Source: an optimization exercise on an open RTL-to-GDS flow (aim: small area, a short achievable clock period and few clock cycles per item). Production flows keep margins and buffers that such runs may drop.
Only simulation tests tie the RTL to the original design; equivalence was not proved.
The flow treats the clock pin as an ideal source, which a real chip does not have.
Power is estimated from default activity; no workload was simulated.

== run 1 ==
## sdram_pixel_reader
module sdram_pixel_reader #(
  parameter DEPTH = sdram_pixel_reader_pkg::DEF_FIFO_DEPTH
) (
  input  logic        clk_clk,
  input  logic        reset_reset_n,
  input  logic        start,
  input  logic [31:0] base_addr,
  input  logic [23:0] length_words,
  output logic        busy,
  output logic        done,
  output logic [31:0] avm_address,
  output logic        avm_read,
  output logic [3:0]  avm_burstcount,
  input  logic        avm_waitrequest,
  input  logic [31:0] avm_readdata,
  input  logic        avm_readdatavalid,
  output logic [31:0] src_data,
  output logic        src_valid,
  input  logic        src_ready,
  output logic        src_endofpacket
);
clock: 6.5 ns
lec_check: 0
cap_margin: 20
core_margin: 2
core_utilization: 60
setup_slack_margin: 3.9
slew_margin: 20
standard.sh (not shown) runs the stock make flow with config.mk's settings and CLKGATE_MAP_FILE= SYNTH_SCRIPT=/design/flow/synth_recipe.tcl, a recipe that flattens the netlist after the stock synthesis.
==> flow/flow/run.sh <==
#!/bin/bash
# Layout flow: the standard ORFS flow, with two changes:
#  - the port buffers that global placement inserts are buf_1 cells (timing
#    repair resizes them as needed) instead of the default delay-type buffer;
#  - clock tree synthesis clusters up to 25 sinks within 90 um per leaf
#    buffer, which needs fewer clock buffers.
set -e
cp standard.sh standard.sh.txt
export BUFFER_PORTS_ARGS="-buffer_cell sky130_fd_sc_hd__buf_1"
export CTS_ARGS="-sink_clustering_enable -sink_clustering_size 25 -sink_clustering_max_diameter 90 -repair_clock_nets"
bash standard.sh > standard.log 2>&1
Testbench counts of run 1, summed over its fixed seeds: cycles 382,195, items 220,665.
--- input diff run 1..run 2 ---
# run 1
export LEC_CHECK = 0
export CAP_MARGIN = 20
export CORE_MARGIN = 2
export CORE_UTILIZATION = 60
export SETUP_SLACK_MARGIN = 3.9
export SLEW_MARGIN = 20
create_clock -name core_clock -period 6.5 [get_ports {clk_clk}]
# run 2
export LEC_CHECK = 0
export CAP_MARGIN = 20
export CORE_MARGIN = 2
export CORE_UTILIZATION = 40
export SETUP_SLACK_MARGIN = 4.2
export SLEW_MARGIN = 20
create_clock -name core_clock -period 6.5 [get_ports {clk_clk}]
==> flow/flow/run.sh <==
#!/bin/bash
# Layout flow: the standard ORFS flow, unchanged except that the port
# buffers that global placement inserts are buf_1 cells (later resized by
# timing repair as needed) instead of the default delay-type buffer.
set -e
cp standard.sh standard.sh.txt
export BUFFER_PORTS_ARGS="-buffer_cell sky130_fd_sc_hd__buf_1"
bash standard.sh > standard.log 2>&1
--- outcome ---
Hold slack for run 2: 0.017 ns down relative to run 1
Run 2 finished every stage and its layout cleared the timing, DRC and antenna checks.
As of run 2, CTS buffer count had risen by more than 100% compared to run 1.
On combinational group power: between run 1 and run 2, it ends up lower for run 1.
What run 2 reported for first-pass GRT wire length has to be multiplied by 0.912 to get the figure for run 1.
From run 1 to run 2 the numbers moved as follows: final period utilization now smaller; peak supply drop now smaller; pre-CTS setup slack now larger.
Against run 1, run 2 comes in 11 points higher on share of power burned in the clock network.
Per the comparison of run 2 with run 1, count of non-CTS inverters in the layout closely matched the old numbers; post-placement cell area increased by 460 um2 relative to the old numbers.
Changes in run 3 relative to run 2:
# run 2
export LEC_CHECK = 0
export CAP_MARGIN = 20
export CORE_MARGIN = 2
export CORE_UTILIZATION = 40
export SETUP_SLACK_MARGIN = 4.2
export SLEW_MARGIN = 20
create_clock -name core_clock -period 6.5 [get_ports {clk_clk}]
# run 3
export LEC_CHECK = 0
export CAP_MARGIN = 20
export CORE_MARGIN = 2
export CORE_UTILIZATION = 60
export SETUP_SLACK_MARGIN = 4.0
export SLEW_MARGIN = 20
create_clock -name core_clock -period 6.5 [get_ports {clk_clk}]
==> flow/flow/run.sh <==
#!/bin/bash
# Layout flow: the standard ORFS flow, with two changes:
#  - the port buffers that global placement inserts are buf_1 cells (timing
#    repair resizes them as needed) instead of the default delay-type buffer;
#  - clock tree synthesis clusters up to 30 sinks within 100 um per leaf
#    buffer, which needs fewer clock buffers.
set -e
cp standard.sh standard.sh.txt
export BUFFER_PORTS_ARGS="-buffer_cell sky130_fd_sc_hd__buf_1"
export CTS_ARGS="-sink_clustering_enable -sink_clustering_size 30 -sink_clustering_max_diameter 100 -repair_clock_nets"
bash standard.sh > standard.log 2>&1
### Flow results
- Changes observed in run 3 relative to run 2: per-cell via count in the routed design higher; number of tap instances now smaller; clock buffer count lost 57; non-clock buffer count dropped 55.
- Run 3 vs run 2 — number of standard cells in the layout, taps in and fillers out dropped by more than 10%
- Run comparison: run 3 worst setup path endpoint src_data[13]; run 2 worst setup path endpoint src_endofpacket

sdram_pixel_reader again, from the RTL that the note above started with.
clock: 6.5 ns
lec_check: 0
abc_area: 1
cap_margin: 20
core_margin: 2
core_utilization: 60
setup_slack_margin: 4.0
slew_margin: 20
==> flow/flow/run.sh <==
#!/bin/bash
# Layout flow: the standard ORFS flow, with two changes:
#  - the port buffers that global placement inserts are buf_1 cells (timing
#    repair resizes them as needed) instead of the default delay-type buffer;
#  - clock tree synthesis clusters up to 25 sinks within 90 um per leaf
#    buffer, which needs fewer clock buffers.
set -e
cp standard.sh standard.sh.txt
export BUFFER_PORTS_ARGS="-buffer_cell sky130_fd_sc_hd__buf_1"
export CTS_ARGS="-sink_clustering_enable -sink_clustering_size 25 -sink_clustering_max_diameter 90 -repair_clock_nets"
bash standard.sh > standard.log 2>&1
The starting point finished with timing, DRC and antenna clean.
Testbench counts at the start, summed over its fixed seeds: cycles 382,195, items 220,665.
==> next run, changes <==
--- a/flow/config.mk
+++ b/flow/config.mk
@@ -7,6 +7,5 @@
 export LEC_CHECK = 0
-export ABC_AREA = 1
 export CAP_MARGIN = 20
 export CORE_MARGIN = 2
-export CORE_UTILIZATION = 60
+export CORE_UTILIZATION = 50
 export SETUP_SLACK_MARGIN = 4.0
Clock power hardly moves.
Sequential share of layout area climbs by 2.9 points.
Combinational power drops by 57%.
Synthesized area drops by 5.4%.
==> next run, changes <==
==> flow/flow/run.sh (replaced) <==
#!/bin/bash
# Layout flow: the standard ORFS flow (standard.sh), with three changes:
#  - the port buffers that global placement inserts are buf_1 cells (timing
#    repair resizes them as needed) instead of the default delay-type buffer;
#  - clock tree synthesis clusters up to 30 sinks within 100 um per leaf
#    buffer, which needs fewer clock buffers;
#  - after clock tree synthesis, flip-flops that drive an output port buffer
#    are given the _4 drive strength of the same cell (flow/upsize.tcl), and
#    the placement is legalised again before routing.
set -e
cp standard.sh standard.sh.txt
export BUFFER_PORTS_ARGS="-buffer_cell sky130_fd_sc_hd__buf_1"
export CTS_ARGS="-sink_clustering_enable -sink_clustering_size 30 -sink_clustering_max_diameter 100 -repair_clock_nets"
bash standard.sh cts > standard_to_cts.log 2>&1
openroad -no_init -exit flow/upsize.tcl > upsize.log 2>&1
bash standard.sh finish > standard_finish.log 2>&1
==> flow/flow/upsize.tcl (new file) <==
# Give every flip-flop that drives an output port's buffer the _4 drive
# strength of its own cell type, then legalise the placement again.
set res orfs/results/sky130hd/sdram_pixel_reader/base
read_liberty $::env(FLOW_HOME)/platforms/sky130hd/lib/sky130_fd_sc_hd__tt_025C_1v80.lib
read_db $res/4_cts.odb
set db [ord::get_db]
set block [ord::get_db_block]
set n 0
foreach bt [$block getBTerms] {
  if {[$bt getIoType] ne "OUTPUT"} { continue }
  set net [$bt getNet]
  foreach it [$net getITerms] {
    if {![$it isOutputSignal]} { continue }
    set buf [$it getInst]
    foreach bit [$buf getITerms] {
      if {![$bit isInputSignal]} { continue }
      set inet [$bit getNet]
      if {$inet eq "NULL"} { continue }
      foreach dit [$inet getITerms] {
        if {![$dit isOutputSignal]} { continue }
        set ff [$dit getInst]
        set ref [[$ff getMaster] getName]
        if {[regexp {^sky130_fd_sc_hd__(dfrtp|dfxtp|dfstp)_[12]$} $ref -> kind]} {
          set m [$db findMaster sky130_fd_sc_hd__${kind}_4]
          puts "upsize [$ff getName] $ref -> [$m getName]"
          $ff swapMaster $m
          incr n
        }
      }
    }
  }
}
puts "upsized $n flip-flops"
detailed_placement
check_placement
write_db $res/4_cts.odb
--- a/flow/config.mk
+++ b/flow/config.mk
@@ -9,3 +9,3 @@
 export CORE_MARGIN = 2
-export CORE_UTILIZATION = 50
+export CORE_UTILIZATION = 40
 export SETUP_SLACK_MARGIN = 4.0
Outcome: The new run completed with no timing, DRC or antenna violations; global-route usage decreases by 4.5 points; core utilization decreases by 11 points; clock-buffer cell count decreases by 10; clock skew decreases by 5.7 ps; wire length increases by a few percent; worst setup slack degrades by 78 ps; via count increases slightly; power decreases slightly.
==> next run, changes <==
==> flow/run.sh (new file) <==
#!/bin/bash
# synth_recipe.tcl (not shown) runs the flow's synth.tcl, then flattens the netlist and writes it again
# the make line also repeats each setting of config.mk as NAME=value (left out here)
make -C /OpenROAD-flow-scripts/flow DESIGN_CONFIG=/design/flow/config.mk WORK_HOME=/design/flow/orfs CLKGATE_MAP_FILE= SYNTH_SCRIPT=/design/flow/synth_recipe.tcl finish
--- a/flow/config.mk
+++ b/flow/config.mk
@@ -10,3 +10,3 @@
 export CORE_UTILIZATION = 40
-export SETUP_SLACK_MARGIN = 4.0
+export SETUP_SLACK_MARGIN = 4.2
 export SLEW_MARGIN = 20
removed: flow/flow/run.sh
removed: flow/flow/upsize.tcl
removed: flow/standard.sh
After rerunning:
- The changed run completed with no timing, DRC or antenna violations
- critical path depth is unchanged
- worst hold slack gets worse by 3.6 ps
- cell area rose by 11%
- wire length rose by 5.0%
- die area does not change
- core utilization rose by 4.9 points
- global-route usage rose by 1.4 points
- total power rose by 28%

job 6062:
Another version of the RTL of sdram_pixel_reader (not shown whole).
Size: ~1,600 cells after synthesis, roughly 630 flip-flops.
==> flow/config.mk <==
export PLATFORM = sky130hd
export DESIGN_NAME = sdram_pixel_reader
export DESIGN_NICKNAME = sdram_pixel_reader
export VERILOG_FILES = /design/flow/design.v
export SDC_FILE = /design/flow/constraint.sdc
export NUM_CORES = 4
export LEC_CHECK = 0
export CAP_MARGIN = 20
export CORE_MARGIN = 2
export CORE_UTILIZATION = 60
export SETUP_SLACK_MARGIN = 4.0
export SLEW_MARGIN = 20
==> flow/constraint.sdc <==
create_clock -name core_clock -period 6.5 [get_ports {clk_clk}]
set_input_delay 1.3000 -clock core_clock [delete_from_list [all_inputs] [get_ports {clk_clk}]]
set_output_delay 1.3000 -clock core_clock [all_outputs]
set_load 0.01 [all_outputs]
==> flow/flow/run.sh <==
#!/bin/bash
# Layout flow: the standard ORFS flow, with two changes:
#  - the port buffers that global placement inserts are buf_1 cells (timing
#    repair resizes them as needed) instead of the default delay-type buffer;
#  - clock tree synthesis clusters up to 25 sinks within 90 um per leaf
#    buffer, which needs fewer clock buffers.
set -e
cp standard.sh standard.sh.txt
export BUFFER_PORTS_ARGS="-buffer_cell sky130_fd_sc_hd__buf_1"
export CTS_ARGS="-sink_clustering_enable -sink_clustering_size 25 -sink_clustering_max_diameter 90 -repair_clock_nets"
bash standard.sh > standard.log 2>&1
Testbench counts of job 6062, summed over its fixed seeds: cycles 382,109, items 220,665.
#### Input delta (job 6265 over job 6062)
# job 6062
export LEC_CHECK = 0
export CAP_MARGIN = 20
export CORE_MARGIN = 2
export CORE_UTILIZATION = 60
export SETUP_SLACK_MARGIN = 4.0
export SLEW_MARGIN = 20
create_clock -name core_clock -period 6.5 [get_ports {clk_clk}]
# job 6265
export LEC_CHECK = 0
export CAP_MARGIN = 20
export CORE_MARGIN = 2
export CORE_UTILIZATION = 40
export CTS_BUF_LIST = sky130_fd_sc_hd__clkbuf_8
export SETUP_SLACK_MARGIN = 4.2
export SLEW_MARGIN = 20
create_clock -name core_clock -period 6.5 [get_ports {clk_clk}]
==> flow/run.sh (new file) <==
#!/bin/bash
# synth_recipe.tcl (not shown) runs the flow's synth.tcl, then flattens the netlist and writes it again
# the make line also repeats each setting of config.mk as NAME=value (left out here)
make -C /OpenROAD-flow-scripts/flow DESIGN_CONFIG=/design/flow/config.mk WORK_HOME=/design/flow/orfs CLKGATE_MAP_FILE= SYNTH_SCRIPT=/design/flow/synth_recipe.tcl finish
removed: flow/flow/run.sh
removed: flow/standard.sh
Notes after the runs:
| power | higher: job 6265 |. Job 6265 gives less first-iteration DRC count than job 6062 did. Taking job 6062 as the reference, in job 6265 worst endpoint data arrival time now larger; leakage power total now larger; fraction of layout cells with a size suffix above 1 now larger; met3 track demand over resource now larger; setup slack of the critical path after layout now smaller. No stage failed in job 6265, and the final checks on the layout all came back clean. Diff job 6062..job 6265 | synthesized-area fraction occupied by adder cells | unchanged. Multi-input gate count: job 6062 vs job 6265, no meaningful difference. Min via count across job 6062 and job 6265: job 6062.
For job 3269, these inputs were changed with respect to job 6265:
# job 6265
export LEC_CHECK = 0
export CAP_MARGIN = 20
export CORE_MARGIN = 2
export CORE_UTILIZATION = 40
export CTS_BUF_LIST = sky130_fd_sc_hd__clkbuf_8
export SETUP_SLACK_MARGIN = 4.2
export SLEW_MARGIN = 20
create_clock -name core_clock -period 6.5 [get_ports {clk_clk}]
# job 3269
export LEC_CHECK = 0
export CAP_MARGIN = 20
export CORE_MARGIN = 2
export CORE_UTILIZATION = 40
export SETUP_SLACK_MARGIN = 4.2
export SLEW_MARGIN = 20
create_clock -name core_clock -period 6.5 [get_ports {clk_clk}]
==> flow/flow/run.sh (new file) <==
#!/bin/bash
# Layout flow: the standard ORFS flow, with two changes:
#  - the port buffers that global placement inserts are buf_1 cells (timing
#    repair resizes them as needed) instead of the default delay-type buffer;
#  - clock tree synthesis clusters up to 30 sinks within 100 um per leaf
#    buffer, which needs fewer clock buffers.
set -e
cp standard.sh standard.sh.txt
export BUFFER_PORTS_ARGS="-buffer_cell sky130_fd_sc_hd__buf_1"
export CTS_ARGS="-sink_clustering_enable -sink_clustering_size 30 -sink_clustering_max_diameter 100 -repair_clock_nets"
bash standard.sh > standard.log 2>&1
==> flow/standard.sh (new file) <==
#!/bin/bash
# synth_recipe.tcl (not shown) runs the flow's synth.tcl, then flattens the netlist and writes it again
# the make line also repeats each setting of config.mk as NAME=value (left out here)
make -C /OpenROAD-flow-scripts/flow DESIGN_CONFIG=/design/flow/config.mk WORK_HOME=/design/flow/orfs CLKGATE_MAP_FILE= SYNTH_SCRIPT=/design/flow/synth_recipe.tcl "${@:-finish}"
removed: flow/run.sh
## What came out
- The lower design area of job 3269 and job 6265 is in job 3269.
- There was hardly any difference in post-DP HPWL between job 3269 and job 6265.
- Looking at part of the power in combinational logic, job 3269 sits 1.4 points above job 6265.
- Compared to job 6265, job 3269 has switching power about 13% lower.
- Core utilization: job 3269 lower than job 6265
- Count of clock-buffer cells in the layout (job 3269 vs. job 6265) decreases by more than half
- Final routed wirelength across all metal layers, job 3269 and job 6265: larger value in job 6265
- As far as fraction of synthesized area in multiplexers is concerned, job 6265 and job 3269 perform about the same.
- Sort job 3269 and job 6265 by relative contribution of the clock network to total power asc -> top: job 3269
- Diff job 6265 -> job 3269: non-clock buffering overhead in the final layout lower; final worst setup slack moved up.
[inputs] job 8297 vs job 3269
# job 3269
export LEC_CHECK = 0
export CAP_MARGIN = 20
export CORE_MARGIN = 2
export CORE_UTILIZATION = 40
export SETUP_SLACK_MARGIN = 4.2
export SLEW_MARGIN = 20
create_clock -name core_clock -period 6.5 [get_ports {clk_clk}]
# job 8297
export LEC_CHECK = 0
export CAP_MARGIN = 20
export CORE_MARGIN = 2
export CORE_UTILIZATION = 40
export SETUP_SLACK_MARGIN = 3.5
export SLEW_MARGIN = 20
create_clock -name core_clock -period 6.5 [get_ports {clk_clk}]
==> flow/run.sh (new file) <==
#!/bin/bash
# synth_recipe.tcl (not shown) runs the flow's synth.tcl, then flattens the netlist and writes it again
# the make line also repeats each setting of config.mk as NAME=value (left out here)
make -C /OpenROAD-flow-scripts/flow DESIGN_CONFIG=/design/flow/config.mk WORK_HOME=/design/flow/orfs CLKGATE_MAP_FILE= SYNTH_SCRIPT=/design/flow/synth_recipe.tcl finish
removed: flow/flow/run.sh
removed: flow/standard.sh
==> comparison <==
Job 3269 reports its critical path's slowest cell as edfxtp_1 while job 8297 reports clkdlybuf4s50_1.
Diff job 3269 -> job 8297: peak ir drop on the vdd network shows an increase of 5.2%; weighted congestion reported at the end of routability-driven placement grew by 0.023; non-filler instance count after layout went up.
Post-synthesis instance area came out exactly the same in job 3269 and job 8297.

## re-timing with driven ports
How much do the figures lean on ideal ports? The routed layouts below were timed once more, with nothing changed but the port constraints. Step 1 (the two cells are an assumption about what drives the block):
set clk [get_ports {clk_clk}]
set_driving_cell -lib_cell sky130_fd_sc_hd__clkbuf_16 $clk
set_driving_cell -lib_cell sky130_fd_sc_hd__buf_2 [delete_from_list [all_inputs] $clk]
Step 2 also shifts input and output timing later by t, the mid clock arrival at the registers, as if the neighbouring blocks saw the same clock. Slacks: ideal ports / drivers / drivers and shift; pairs: ideal ports / drivers.
run	t (ns)	setup WS [ns]	hold slack, ns	slew at the worst register clock pin (ns)	pins driven straight from the clock port
run 1	0.651	3.873 / 3.873 / 3.247	0.474 / 0.474 / 0.474	0.11 / 0.11	1
run 2	0.654	4.024 / 3.966 / 3.546	0.457 / 0.457 / 0.457	0.06 / 0.06	1
run 3	0.659	4.020 / 3.965 / 3.451	0.488 / 0.488 / 0.488	0.12 / 0.12	1
the first run of note 2	0.680	3.988 / 3.926 / 3.630	0.484 / 0.484 / 0.484	0.11 / 0.11	1
the second run of note 2	0.669	4.036 / 3.980 / 3.431	0.481 / 0.481 / 0.481	0.11 / 0.11	1
the third run of note 2	0.659	3.958 / 3.899 / 3.386	0.472 / 0.472 / 0.472	0.12 / 0.12	1
the fourth run of note 2	0.657	4.021 / 3.959 / 3.598	0.469 / 0.469 / 0.469	0.07 / 0.07	1
job 6062	0.659	3.949 / 3.895 / 3.425	0.490 / 0.490 / 0.490	0.10 / 0.10	1
job 6265	0.748	3.906 / 3.851 / 3.496	0.481 / 0.481 / 0.481	0.07 / 0.07	1
job 3269	0.651	3.957 / 3.902 / 3.589	0.491 / 0.491 / 0.491	0.12 / 0.12	1
job 8297	0.659	3.566 / 3.506 / 2.918	0.492 / 0.492 / 0.492	0.06 / 0.06	1
After both steps every run listed still meets setup and hold. For job 8297, which loses most, drivers alone change the setup slack by -0.060 ns; drivers and shift together by -0.648 ns.
